Background: an optimization exercise with open tools, aiming at small area, a short achievable clock period and few clock cycles per item. Do not read the settings as production practice.
In this exercise RTL edits were held to simulation tests only and were not proved equivalent to the original.

==> job 8570 <==
==> flow/design.v <==
module mdu_iter #(
  parameter int XLEN = 64
) (
  input  logic            clk,
  input  logic            reset,
  input  logic            flush,
  input  logic            in_valid,
  output logic            in_ready,
  input  logic [2:0]      op,
  input  logic            word,
  input  logic [XLEN-1:0] srca,
  input  logic [XLEN-1:0] srcb,
  output logic            out_valid,
  input  logic            out_ready,
  output logic [XLEN-1:0] result,
  output logic            busy
);
  localparam int SW = 70;   
  typedef enum logic [2:0] {S_IDLE, S_PRE1, S_PRE2, S_ITER, S_POST} st_t;
  function automatic logic [6:0] clz64(input logic [63:0] x);
    logic [31:0] v1; logic [0:0] c1 [32];
    logic [15:0] v2; logic [1:0] c2 [16];
    logic [7:0]  v3; logic [2:0] c3 [8];
    logic [3:0]  v4; logic [3:0] c4 [4];
    logic [1:0]  v5; logic [4:0] c5 [2];
    logic        v6; logic [5:0] c6;
    for (int i = 0; i < 32; i++) begin
      v1[i] = x[2*i+1] | x[2*i];
      c1[i] = ~x[2*i+1];
    end
    for (int i = 0; i < 16; i++) begin
      v2[i] = v1[2*i+1] | v1[2*i];
      c2[i] = v1[2*i+1] ? {1'b0, c1[2*i+1]} : {1'b1, c1[2*i]};
    end
    for (int i = 0; i < 8; i++) begin
      v3[i] = v2[2*i+1] | v2[2*i];
      c3[i] = v2[2*i+1] ? {1'b0, c2[2*i+1]} : {1'b1, c2[2*i]};
    end
    for (int i = 0; i < 4; i++) begin
      v4[i] = v3[2*i+1] | v3[2*i];
      c4[i] = v3[2*i+1] ? {1'b0, c3[2*i+1]} : {1'b1, c3[2*i]};
    end
    for (int i = 0; i < 2; i++) begin
      v5[i] = v4[2*i+1] | v4[2*i];
      c5[i] = v4[2*i+1] ? {1'b0, c4[2*i+1]} : {1'b1, c4[2*i]};
    end
    v6 = v5[1] | v5[0];
    c6 = v5[1] ? {1'b0, c5[1]} : {1'b1, c5[0]};
    clz64 = v6 ? {1'b0, c6} : 7'd64;
  endfunction
  function automatic logic [2:0] booth(input logic b2, input logic b1, input logic b0);
    booth[0] = b1 ^ b0;                                   
    booth[1] = (b2 & ~b1 & ~b0) | (~b2 & b1 & b0);        
    booth[2] = b2 & ~(b1 & b0);                           
  endfunction
  st_t         state_q;
  logic        res_v_q, res_w_q;
  logic [65:0] m_q;
  logic [63:0] l_q;
  logic [65:0] rq_q;
  logic [6:0]  cnt_q;
  logic [6:0]  za_q, zb_q;      
  logic [2:0]  bd1_q, bd0_q;    
  logic [2:0]  xs_q;            
  logic        xinv_q;          
  logic        f_mul_q, f_mulh_q, f_div_q, f_rem_q, f_word_q, f_asgn_q, f_munsg_q;
  logic        qneg_q, rneg_q, pb_q, first_q, bz_q, skip_q;
  logic        ff_q, mc_q;      
  logic [3:0]  ffc_q;           
  logic        ap2_q;           
  logic        d_mulh, d_div, d_usgn_w, d_asgn, d_bsgn;
  logic [63:0] a_in, b_in;
  always_comb begin
    d_div    = op[2];
    d_mulh   = ~op[2] & (op[1:0] != 2'b00) & ~word;
    d_usgn_w = op[2] & op[0];                  
    d_asgn   = word ? ~d_usgn_w : ~((op == 3'd3) | d_usgn_w);
    d_bsgn   = word ? ~d_usgn_w : ~((op == 3'd2) | (op == 3'd3) | d_usgn_w);
    a_in     = word ? {{32{srca[31] & ~d_usgn_w}}, srca[31:0]} : srca;
    b_in     = word ? {{32{srcb[31] & ~d_usgn_w}}, srcb[31:0]} : srcb;
  end
  logic        in_iter, in_pre1, in_post;
  logic        a_neg, b_neg, bzero, swap;
  logic [6:0]  zm, zbc;
  logic [7:0]  sh8;
  logic [3:0]  mq;             
  logic [5:0]  sh_amt;
  logic [65:0] sh_in, shifted;
  assign in_iter = (state_q == S_ITER);
  assign in_pre1 = (state_q == S_PRE1);
  assign in_post = (state_q == S_POST);
  assign a_neg   = f_asgn_q & l_q[63];
  assign b_neg   = m_q[65];
  assign bzero   = (zb_q == 7'd64) & ~b_neg;
  assign zbc     = (zb_q == 7'd64) ? 7'd63 : zb_q;
  assign sh8     = {1'b0, zbc} - {1'b0, za_q} + {7'd0, ap2_q};
  assign swap    = (za_q > zb_q);
  assign zm      = swap ? za_q : zb_q;
  assign mq      = 4'((zm - 7'd1) >> 2);
  assign sh_amt  = f_mul_q ? {mq, 2'b00} : sh8[5:0];
  assign sh_in   = (f_mul_q & swap) ? {{2{l_q[63]}}, l_q} : m_q;
  assign shifted = sh_in << sh_amt;
  logic [SW-1:0] xop, msx, sel1, sel0, pp1, pp0, csa_s, csa_c, sum;
  logic          xinv;
  always_comb begin
    xop  = ({SW{xs_q[0]}} & {rq_q[SW-5:0], 4'b0000})
         | ({SW{xs_q[1]}} & {{(SW-66){rq_q[65]}}, rq_q})
         | ({SW{xs_q[2]}} & {{(SW-64){1'b0}}, l_q});
    xinv = xinv_q;
    msx  = {{(SW-66){m_q[65]}}, m_q};
    sel1 = bd1_q[0] ? msx : bd1_q[1] ? {msx[SW-2:0], 1'b0} : '0;
    sel0 = bd0_q[0] ? msx : bd0_q[1] ? {msx[SW-2:0], 1'b0} : '0;
    pp1  = {sel1[SW-3:0], 2'b00} ^ {SW{bd1_q[2]}};
    pp0  = sel0 ^ {SW{bd0_q[2]}};
    csa_s = (xop ^ {SW{xinv}}) ^ pp1 ^ pp0;
    csa_c = {((xop ^ {SW{xinv}}) & pp1 | (xop ^ {SW{xinv}}) & pp0 | pp1 & pp0), bd1_q[2]};
    sum   = csa_s + csa_c[SW-1:0] + {{(SW-1){1'b0}}, bd0_q[2] | xinv};
  end
  logic q_bit;
  assign q_bit = ~sum[SW-1];
  logic accept, stall, need_post, last, fin, writes_rq, skip;
  assign last      = ff_q ? (cnt_q == 7'd3) : (cnt_q == 7'd0);
  assign need_post = f_div_q ? (f_rem_q ? rneg_q : qneg_q) : mc_q;
  assign fin       = (state_q == S_POST) | ((state_q == S_ITER) & last & ~need_post);
  assign writes_rq = (state_q == S_ITER) | (state_q == S_POST);
  assign stall     = res_v_q & writes_rq;     
  assign in_ready  = (state_q == S_IDLE) | (fin & ~res_v_q);
  assign out_valid = res_v_q;
  assign busy      = res_v_q | (state_q != S_IDLE);
  assign result    = res_w_q ? {{32{rq_q[31]}}, rq_q[31:0]} : rq_q[63:0];
  assign accept    = in_valid & in_ready & ~flush;
  assign skip      = bzero | sh8[7];
  st_t  state_d;
  logic done;
  logic [6:0] cnt_nx;
  assign cnt_nx = cnt_q - (ff_q ? 7'd4 : 7'd1);
  always_comb begin
    state_d = state_q;
    done    = 1'b0;
    case (state_q)
      S_IDLE: if (accept) state_d = S_PRE1;
      S_PRE1: state_d = (f_div_q && skip) ? S_POST : S_ITER;
      S_ITER: if (!stall && last) state_d = need_post ? S_POST : S_IDLE;
      S_POST: if (!stall) state_d = S_IDLE;
      default: state_d = S_IDLE;
    endcase
    if (fin && !stall) begin
      done = 1'b1;
      if (accept) state_d = S_PRE1;
    end
  end
  always_ff @(posedge clk) begin
    if (!reset || flush) begin
      state_q <= S_IDLE;
      res_v_q <= 1'b0;
    end else begin
      state_q <= state_d;
      res_v_q <= done | (res_v_q & ~out_ready);
    end
    if (done) res_w_q <= f_word_q;
  end
  always_ff @(posedge clk) begin
    if (!stall) begin
      case (state_q)
        S_PRE1: begin
          first_q <= 1'b1;
          pb_q    <= 1'b0;
          xs_q    <= 3'b000;
          xinv_q  <= 1'b0;
          ff_q    <= 1'b0;
          mc_q    <= f_munsg_q & l_q[63];
          ffc_q   <= (za_q == 7'd0) ? 4'd0 : 4'((za_q - 7'd1) >> 2);
          if (f_mul_q) begin
            l_q   <= shifted[63:0];
            if (!swap) m_q <= {{2{l_q[63]}}, l_q};
            cnt_q <= 7'd15 - {3'd0, mq};
            bd1_q <= booth(shifted[63], shifted[62], shifted[61]);
            bd0_q <= booth(shifted[61], shifted[60], shifted[59]);
          end else if (f_mulh_q) begin
            cnt_q <= 7'd15;
            bd1_q <= booth(l_q[3], l_q[2], l_q[1]);
            bd0_q <= booth(l_q[1], l_q[0], 1'b0);
          end else begin
            l_q    <= sum[63:0];
            m_q    <= shifted;
            cnt_q  <= sh8[6:0];
            qneg_q <= (a_neg ^ b_neg) & ~bzero;
            rneg_q <= a_neg;
            bz_q   <= bzero;
            skip_q <= skip;
            bd1_q  <= 3'b000;
            xs_q   <= (!skip || f_rem_q) ? 3'b100 : 3'b000;
            xinv_q <= skip & f_rem_q & a_neg;
            bd0_q  <= skip ? 3'b000 : b_neg ? 3'b001 : 3'b101;
          end
        end
        S_ITER: begin
          cnt_q   <= cnt_q - 7'd1;
          first_q <= 1'b0;
          if (f_mul_q) begin
            xs_q  <= 3'b001;
            rq_q  <= {2'b00, sum[63:0]};
            l_q   <= {l_q[59:0], 4'b0000};
            bd1_q <= booth(l_q[59], l_q[58], l_q[57]);
            bd0_q <= booth(l_q[57], l_q[56], l_q[55]);
          end else if (f_mulh_q) begin
            xs_q  <= 3'b010;
            if (ff_q) begin
              rq_q  <= {{16{rq_q[65]}}, rq_q[65:16]};
              cnt_q <= cnt_q - 7'd4;
            end else begin
              rq_q  <= sum[69:4];
              l_q   <= {4'b0000, l_q[63:4]};
              pb_q  <= l_q[3];
            end
            ff_q <= ~last & (cnt_nx < {3'd0, ffc_q}) & (cnt_nx >= 7'd3);
            if (last) begin
              bd1_q <= 3'b000;
              bd0_q <= {2'b00, mc_q};
            end else if (cnt_nx < {3'd0, ffc_q}) begin
              bd1_q <= 3'b000;
              bd0_q <= 3'b000;
            end else begin
              bd1_q <= booth(l_q[7], l_q[6], l_q[5]);
              bd0_q <= booth(l_q[5], l_q[4], l_q[3]);
            end
          end else begin
            if (f_rem_q) rq_q <= {2'b00, q_bit ? sum[63:0] : l_q};
            else         rq_q <= {2'b00, first_q ? 63'd0 : rq_q[62:0], q_bit};
            if (q_bit) l_q <= sum[63:0];
            m_q  <= {m_q[65], m_q[65:1]};
            if (last) begin
              bd0_q  <= 3'b000;
              xs_q   <= f_rem_q ? 3'b100 : 3'b010;
              xinv_q <= f_rem_q ? rneg_q : qneg_q;
            end
          end
        end
        S_POST: begin
          if (f_div_q && !f_rem_q && skip_q) rq_q <= {66{bz_q}};
          else                               rq_q <= {2'b00, sum[63:0]};
        end
        default: ;
      endcase
    end
    if (accept) begin
      m_q       <= {{2{b_in[63] & d_bsgn}}, b_in};
      l_q       <= a_in;
      za_q      <= clz64(a_in ^ {64{a_in[63] & d_asgn}});
      ap2_q     <= a_in[63] & d_asgn & ~|(~a_in[63:1] & a_in[62:0]);
      zb_q      <= clz64(b_in ^ {64{b_in[63] & d_bsgn}});
      bd1_q     <= 3'b000;
      bd0_q     <= 3'b000;
      xs_q      <= {d_div, 2'b00};
      xinv_q    <= d_div & d_asgn & a_in[63];
      f_mul_q   <= ~op[2] & ~d_mulh;
      f_mulh_q  <= d_mulh;
      f_div_q   <= d_div;
      f_rem_q   <= op[2] & op[1];
      f_word_q  <= word;
      f_asgn_q  <= d_asgn;
      f_munsg_q <= d_mulh & (op[1:0] == 2'b11);
    end
  end
endmodule
==> flow/run.sh <==
#!/bin/bash
# synth_recipe.tcl (not shown) runs the flow's synth.tcl, then flattens the netlist and writes it again
# the make line also repeats each setting of config.mk as NAME=value (left out here)
make -C /OpenROAD-flow-scripts/flow DESIGN_CONFIG=/design/flow/config.mk WORK_HOME=/design/flow/orfs CLKGATE_MAP_FILE= SYNTH_SCRIPT=/design/flow/synth_recipe.tcl finish
==> flow/config.mk <==
export PLATFORM = sky130hd
export DESIGN_NAME = mdu_iter
export DESIGN_NICKNAME = mdu_iter
export VERILOG_FILES = /design/flow/design.v
export SDC_FILE = /design/flow/constraint.sdc
export NUM_CORES = 4
export LEC_CHECK = 0
export ABC_AREA = 1
export CAP_MARGIN = 20
export CORE_MARGIN = 2
export CORE_UTILIZATION = 40
export SETUP_SLACK_MARGIN = 4
export SLEW_MARGIN = 20
==> flow/constraint.sdc <==
create_clock -name core_clock -period 9.0 [get_ports {clk}]
set_input_delay 1.8000 -clock core_clock [delete_from_list [all_inputs] [get_ports {clk}]]
set_output_delay 1.8000 -clock core_clock [all_outputs]
set_load 0.01 [all_outputs]
==> inputs of job 8087, as changes to job 8570 <==
--- a/flow/design.v
+++ b/flow/design.v
@@ -71,4 +71,5 @@
   logic        d_mulh, d_div, d_usgn_w, d_asgn, d_bsgn;
   logic [63:0] a_in, b_in;
+  logic [6:0]  za_in;
   always_comb begin
     d_div    = op[2];
@@ -79,4 +80,5 @@
     a_in     = word ? {{32{srca[31] & ~d_usgn_w}}, srca[31:0]} : srca;
     b_in     = word ? {{32{srcb[31] & ~d_usgn_w}}, srcb[31:0]} : srcb;
+    za_in    = clz64(a_in ^ {64{a_in[63] & d_asgn}});
   end
   logic        in_iter, in_pre1, in_post;
@@ -124,5 +126,5 @@
   assign fin       = (state_q == S_POST) | ((state_q == S_ITER) & last & ~need_post);
   assign writes_rq = (state_q == S_ITER) | (state_q == S_POST);
-  assign stall     = res_v_q & writes_rq;     
+  assign stall     = res_v_q & ~out_ready & writes_rq;
   assign in_ready  = (state_q == S_IDLE) | (fin & ~res_v_q);
   assign out_valid = res_v_q;
@@ -139,5 +141,5 @@
     done    = 1'b0;
     case (state_q)
-      S_IDLE: if (accept) state_d = S_PRE1;
+      S_IDLE: if (accept) state_d = d_mulh ? S_ITER : S_PRE1;
       S_PRE1: state_d = (f_div_q && skip) ? S_POST : S_ITER;
       S_ITER: if (!stall && last) state_d = need_post ? S_POST : S_IDLE;
@@ -147,5 +149,5 @@
     if (fin && !stall) begin
       done = 1'b1;
-      if (accept) state_d = S_PRE1;
+      if (accept) state_d = d_mulh ? S_ITER : S_PRE1;
     end
   end
@@ -169,6 +171,4 @@
           xinv_q  <= 1'b0;
           ff_q    <= 1'b0;
-          mc_q    <= f_munsg_q & l_q[63];
-          ffc_q   <= (za_q == 7'd0) ? 4'd0 : 4'((za_q - 7'd1) >> 2);
           if (f_mul_q) begin
             l_q   <= shifted[63:0];
@@ -177,8 +177,4 @@
             bd1_q <= booth(shifted[63], shifted[62], shifted[61]);
             bd0_q <= booth(shifted[61], shifted[60], shifted[59]);
-          end else if (f_mulh_q) begin
-            cnt_q <= 7'd15;
-            bd1_q <= booth(l_q[3], l_q[2], l_q[1]);
-            bd0_q <= booth(l_q[1], l_q[0], 1'b0);
           end else begin
             l_q    <= sum[63:0];
@@ -247,9 +243,14 @@
       m_q       <= {{2{b_in[63] & d_bsgn}}, b_in};
       l_q       <= a_in;
-      za_q      <= clz64(a_in ^ {64{a_in[63] & d_asgn}});
+      za_q      <= za_in;
+      cnt_q     <= 7'd15;
+      pb_q      <= 1'b0;
+      ff_q      <= 1'b0;
+      mc_q      <= d_mulh & (op[1:0] == 2'b11) & a_in[63];
+      ffc_q     <= (za_in == 7'd0) ? 4'd0 : 4'((za_in - 7'd1) >> 2);
       ap2_q     <= a_in[63] & d_asgn & ~|(~a_in[63:1] & a_in[62:0]);
       zb_q      <= clz64(b_in ^ {64{b_in[63] & d_bsgn}});
-      bd1_q     <= 3'b000;
-      bd0_q     <= 3'b000;
+      bd1_q     <= d_mulh ? booth(a_in[3], a_in[2], a_in[1]) : 3'b000;
+      bd0_q     <= d_mulh ? booth(a_in[1], a_in[0], 1'b0) : 3'b000;
       xs_q      <= {d_div, 2'b00};
       xinv_q    <= d_div & d_asgn & a_in[63];
==> inputs of job 9616, as changes to job 8570 <==
--- a/flow/design.v
+++ b/flow/design.v
@@ -55,5 +55,5 @@
   endfunction
   st_t         state_q;
-  logic        res_v_q, res_w_q;
+  logic        res_v_q;
   logic [65:0] m_q;
   logic [63:0] l_q;
@@ -62,10 +62,8 @@
   logic [6:0]  za_q, zb_q;      
   logic [2:0]  bd1_q, bd0_q;    
-  logic [2:0]  xs_q;            
+  logic [3:0]  xs_q;            
   logic        xinv_q;          
   logic        f_mul_q, f_mulh_q, f_div_q, f_rem_q, f_word_q, f_asgn_q, f_munsg_q;
   logic        qneg_q, rneg_q, pb_q, first_q, bz_q, skip_q;
-  logic        ff_q, mc_q;      
-  logic [3:0]  ffc_q;           
   logic        ap2_q;           
   logic        d_mulh, d_div, d_usgn_w, d_asgn, d_bsgn;
@@ -106,5 +104,6 @@
     xop  = ({SW{xs_q[0]}} & {rq_q[SW-5:0], 4'b0000})
          | ({SW{xs_q[1]}} & {{(SW-66){rq_q[65]}}, rq_q})
-         | ({SW{xs_q[2]}} & {{(SW-64){1'b0}}, l_q});
+         | ({SW{xs_q[2]}} & {{(SW-64){1'b0}}, l_q})
+         | ({SW{xs_q[3]}} & {{(SW-64){1'b0}}, rq_q[63:0]});
     xinv = xinv_q;
     msx  = {{(SW-66){m_q[65]}}, m_q};
@@ -119,7 +118,10 @@
   logic q_bit;
   assign q_bit = ~sum[SW-1];
+  function automatic logic [63:0] wext(input logic [63:0] v, input logic w);
+    wext = w ? {{32{v[31]}}, v[31:0]} : v;
+  endfunction
   logic accept, stall, need_post, last, fin, writes_rq, skip;
-  assign last      = ff_q ? (cnt_q == 7'd3) : (cnt_q == 7'd0);
-  assign need_post = f_div_q ? (f_rem_q ? rneg_q : qneg_q) : mc_q;
+  assign last      = (cnt_q == 7'd0);
+  assign need_post = f_div_q ? (f_rem_q ? rneg_q : qneg_q) : f_munsg_q;
   assign fin       = (state_q == S_POST) | ((state_q == S_ITER) & last & ~need_post);
   assign writes_rq = (state_q == S_ITER) | (state_q == S_POST);
@@ -128,11 +130,9 @@
   assign out_valid = res_v_q;
   assign busy      = res_v_q | (state_q != S_IDLE);
-  assign result    = res_w_q ? {{32{rq_q[31]}}, rq_q[31:0]} : rq_q[63:0];
+  assign result    = rq_q[63:0];
   assign accept    = in_valid & in_ready & ~flush;
   assign skip      = bzero | sh8[7];
   st_t  state_d;
   logic done;
-  logic [6:0] cnt_nx;
-  assign cnt_nx = cnt_q - (ff_q ? 7'd4 : 7'd1);
   always_comb begin
     state_d = state_q;
@@ -158,5 +158,4 @@
       res_v_q <= done | (res_v_q & ~out_ready);
     end
-    if (done) res_w_q <= f_word_q;
   end
   always_ff @(posedge clk) begin
@@ -166,9 +165,6 @@
           first_q <= 1'b1;
           pb_q    <= 1'b0;
-          xs_q    <= 3'b000;
+          xs_q    <= 4'b0000;
           xinv_q  <= 1'b0;
-          ff_q    <= 1'b0;
-          mc_q    <= f_munsg_q & l_q[63];
-          ffc_q   <= (za_q == 7'd0) ? 4'd0 : 4'((za_q - 7'd1) >> 2);
           if (f_mul_q) begin
             l_q   <= shifted[63:0];
@@ -190,5 +186,5 @@
             skip_q <= skip;
             bd1_q  <= 3'b000;
-            xs_q   <= (!skip || f_rem_q) ? 3'b100 : 3'b000;
+            xs_q   <= (!skip || f_rem_q) ? 4'b0100 : 4'b0000;
             xinv_q <= skip & f_rem_q & a_neg;
             bd0_q  <= skip ? 3'b000 : b_neg ? 3'b001 : 3'b101;
@@ -199,26 +195,17 @@
           first_q <= 1'b0;
           if (f_mul_q) begin
-            xs_q  <= 3'b001;
-            rq_q  <= {2'b00, sum[63:0]};
+            xs_q  <= 4'b0001;
+            rq_q  <= {2'b00, wext(sum[63:0], f_word_q)};
             l_q   <= {l_q[59:0], 4'b0000};
             bd1_q <= booth(l_q[59], l_q[58], l_q[57]);
             bd0_q <= booth(l_q[57], l_q[56], l_q[55]);
           end else if (f_mulh_q) begin
-            xs_q  <= 3'b010;
-            if (ff_q) begin
-              rq_q  <= {{16{rq_q[65]}}, rq_q[65:16]};
-              cnt_q <= cnt_q - 7'd4;
-            end else begin
-              rq_q  <= sum[69:4];
-              l_q   <= {4'b0000, l_q[63:4]};
-              pb_q  <= l_q[3];
-            end
-            ff_q <= ~last & (cnt_nx < {3'd0, ffc_q}) & (cnt_nx >= 7'd3);
+            xs_q  <= 4'b0010;
+            rq_q  <= sum[69:4];
+            l_q   <= {sum[3:0], l_q[63:4]};
+            pb_q  <= l_q[3];
             if (last) begin
               bd1_q <= 3'b000;
-              bd0_q <= {2'b00, mc_q};
-            end else if (cnt_nx < {3'd0, ffc_q}) begin
-              bd1_q <= 3'b000;
-              bd0_q <= 3'b000;
+              bd0_q <= booth(1'b0, 1'b0, l_q[3]);
             end else begin
               bd1_q <= booth(l_q[7], l_q[6], l_q[5]);
@@ -226,11 +213,11 @@
             end
           end else begin
-            if (f_rem_q) rq_q <= {2'b00, q_bit ? sum[63:0] : l_q};
-            else         rq_q <= {2'b00, first_q ? 63'd0 : rq_q[62:0], q_bit};
+            if (f_rem_q) rq_q <= {2'b00, wext(q_bit ? sum[63:0] : l_q, f_word_q)};
+            else         rq_q <= {2'b00, wext({first_q ? 63'd0 : rq_q[62:0], q_bit}, f_word_q)};
             if (q_bit) l_q <= sum[63:0];
             m_q  <= {m_q[65], m_q[65:1]};
             if (last) begin
               bd0_q  <= 3'b000;
-              xs_q   <= f_rem_q ? 3'b100 : 3'b010;
+              xs_q   <= f_rem_q ? 4'b0100 : 4'b1000;
               xinv_q <= f_rem_q ? rneg_q : qneg_q;
             end
@@ -239,5 +226,5 @@
         S_POST: begin
           if (f_div_q && !f_rem_q && skip_q) rq_q <= {66{bz_q}};
-          else                               rq_q <= {2'b00, sum[63:0]};
+          else                               rq_q <= {2'b00, wext(sum[63:0], f_word_q)};
         end
         default: ;
@@ -252,5 +239,5 @@
       bd1_q     <= 3'b000;
       bd0_q     <= 3'b000;
-      xs_q      <= {d_div, 2'b00};
+      xs_q      <= {1'b0, d_div, 2'b00};
       xinv_q    <= d_div & d_asgn & a_in[63];
       f_mul_q   <= ~op[2] & ~d_mulh;
--- a/flow/config.mk
+++ b/flow/config.mk
@@ -9,5 +9,5 @@
 export CAP_MARGIN = 20
 export CORE_MARGIN = 2
-export CORE_UTILIZATION = 40
+export CORE_UTILIZATION = 65
 export SETUP_SLACK_MARGIN = 4
 export SLEW_MARGIN = 20
==> impl_metrics.csv <==
group,metric,value,unit
clocking,htree_num_levels,1,
synthesis,synthTopCellsByArea,"edfxtp_1 18%, nand2_1 14%, o21ai_0 10%, nand3_1 7.7%, inv_1 6.7%",
global_routing,track_usage,70.9,%
clocking,cts_sinks,245,
synthesis,syn_area,0.0383,mm2
outcome,lastStage,"global routing (5_1_grt)",
synthesis,synth_compound_area_share,25.1,%
floorplanning,die_h,247,um
outcome,status,"aborted with a tool error",
floorplanning,fp.dieW,247,um
synthesis,synthesis.nets,6398,
synthesis,synth_seq_area_share,18.9,%
outcome,firstError,"[ERROR GRT-0116] Global routing finished with congestion. Check the congestion regions in the DRC Viewer.",
clocking,cts_resized,233,
synthesis,synth_cells,6092,
synthesis,postSynthAreaPerCell,6.28,um2
place,dp_slack,2.55,ns
floorplanning,start_util,66.0,%
The numbers above come from job 9616.

==> impl_metrics.csv <==
group,metric,value,unit
outcome,status,"complete, no violations",
synthesis,synth_seq_area_share,18.9,%
floorplanning,start_util,40.5,%
synthesis,synth_compound_area_share,22.0,%
clocking,cts_sinks,251,
place,dp_slack,2.31,ns
clocking,cts_resized,179,
synthesis,synthTopCellsByArea,"edfxtp_1 18%, nand2_1 15%, nand3_1 8.6%, o21ai_0 7.9%, inv_1 7.6%",
clocking,htree_num_levels,2,
floorplanning,die_h,317,um
global_routing,track_usage,45.4,%
synthesis,synthesis.nets,6759,
floorplanning,fp.dieW,317,um
The numbers above come from job 8570.

==> impl_metrics.csv <==
group,metric,value,unit
outcome,status,"complete, no violations",
synthesis,syn_area,0.0386,mm2
synthesis,postSynthAreaPerCell,6.06,um2
place,dp_slack,2.55,ns
floorplanning,die_h,315,um
global_routing,track_usage,46.8,%
floorplanning,start_util,40.5,%
synthesis,synthTopCellsByArea,"edfxtp_1 18%, nand2_1 16%, o21ai_0 9.4%, nand3_1 8.4%, inv_1 7.3%",
clocking,htree_num_levels,2,
setup_path,path_cells,"inv_1, o221ai_1, xor2_1, fa_1, inv_1, ha_4, nand2_2, o21a_1, o21ai_0, a21oi_1, o21ai_2, nand3_1, nand2_1, xnor2_1, buf_4, nand2_1, o21ai_4, nand2_1, nand2_1, nand2_1, nand2_1, nand2_1",
floorplanning,rows,113,
clocking,cts_sinks,250,
synthesis,synth_compound_area_share,22.4,%
clocking,cts_resized,157,
The numbers above come from job 8087.

Testbench counts of job 8570, summed over its fixed seeds: cycles 46,714, items 4,800.
Testbench counts of job 8087, summed over its fixed seeds: cycles 46,030, items 4,800.
Testbench counts of job 9616, summed over its fixed seeds: cycles 48,793, items 4,800.

port drivers added, routing unchanged:
How much do the figures lean on ideal ports? The routed layouts below were timed once more, with nothing changed but the port constraints. Step 1: set_driving_cell puts a clkbuf_16 on clk and a buf_2 on each other input, an assumption about the parent block. Step 2 also shifts input and output timing later by t, the mid clock arrival at the registers, as if the neighbouring blocks saw the same clock. Three values: ideal, step 1, step 2; two values: the first two.
run	t, ns	setup WS [ns]	hold slack, ns
job 8570	0.661	3.888 / 3.888 / 3.524	0.417 / 0.417 / 0.417
job 8087	0.662	3.891 / 3.891 / 3.514	0.444 / 0.444 / 0.444
After both steps setup and hold are still met in every run listed. The setup slack of job 8087, which loses most, moves by 0.000 ns with the drivers and by -0.377 ns with both steps.
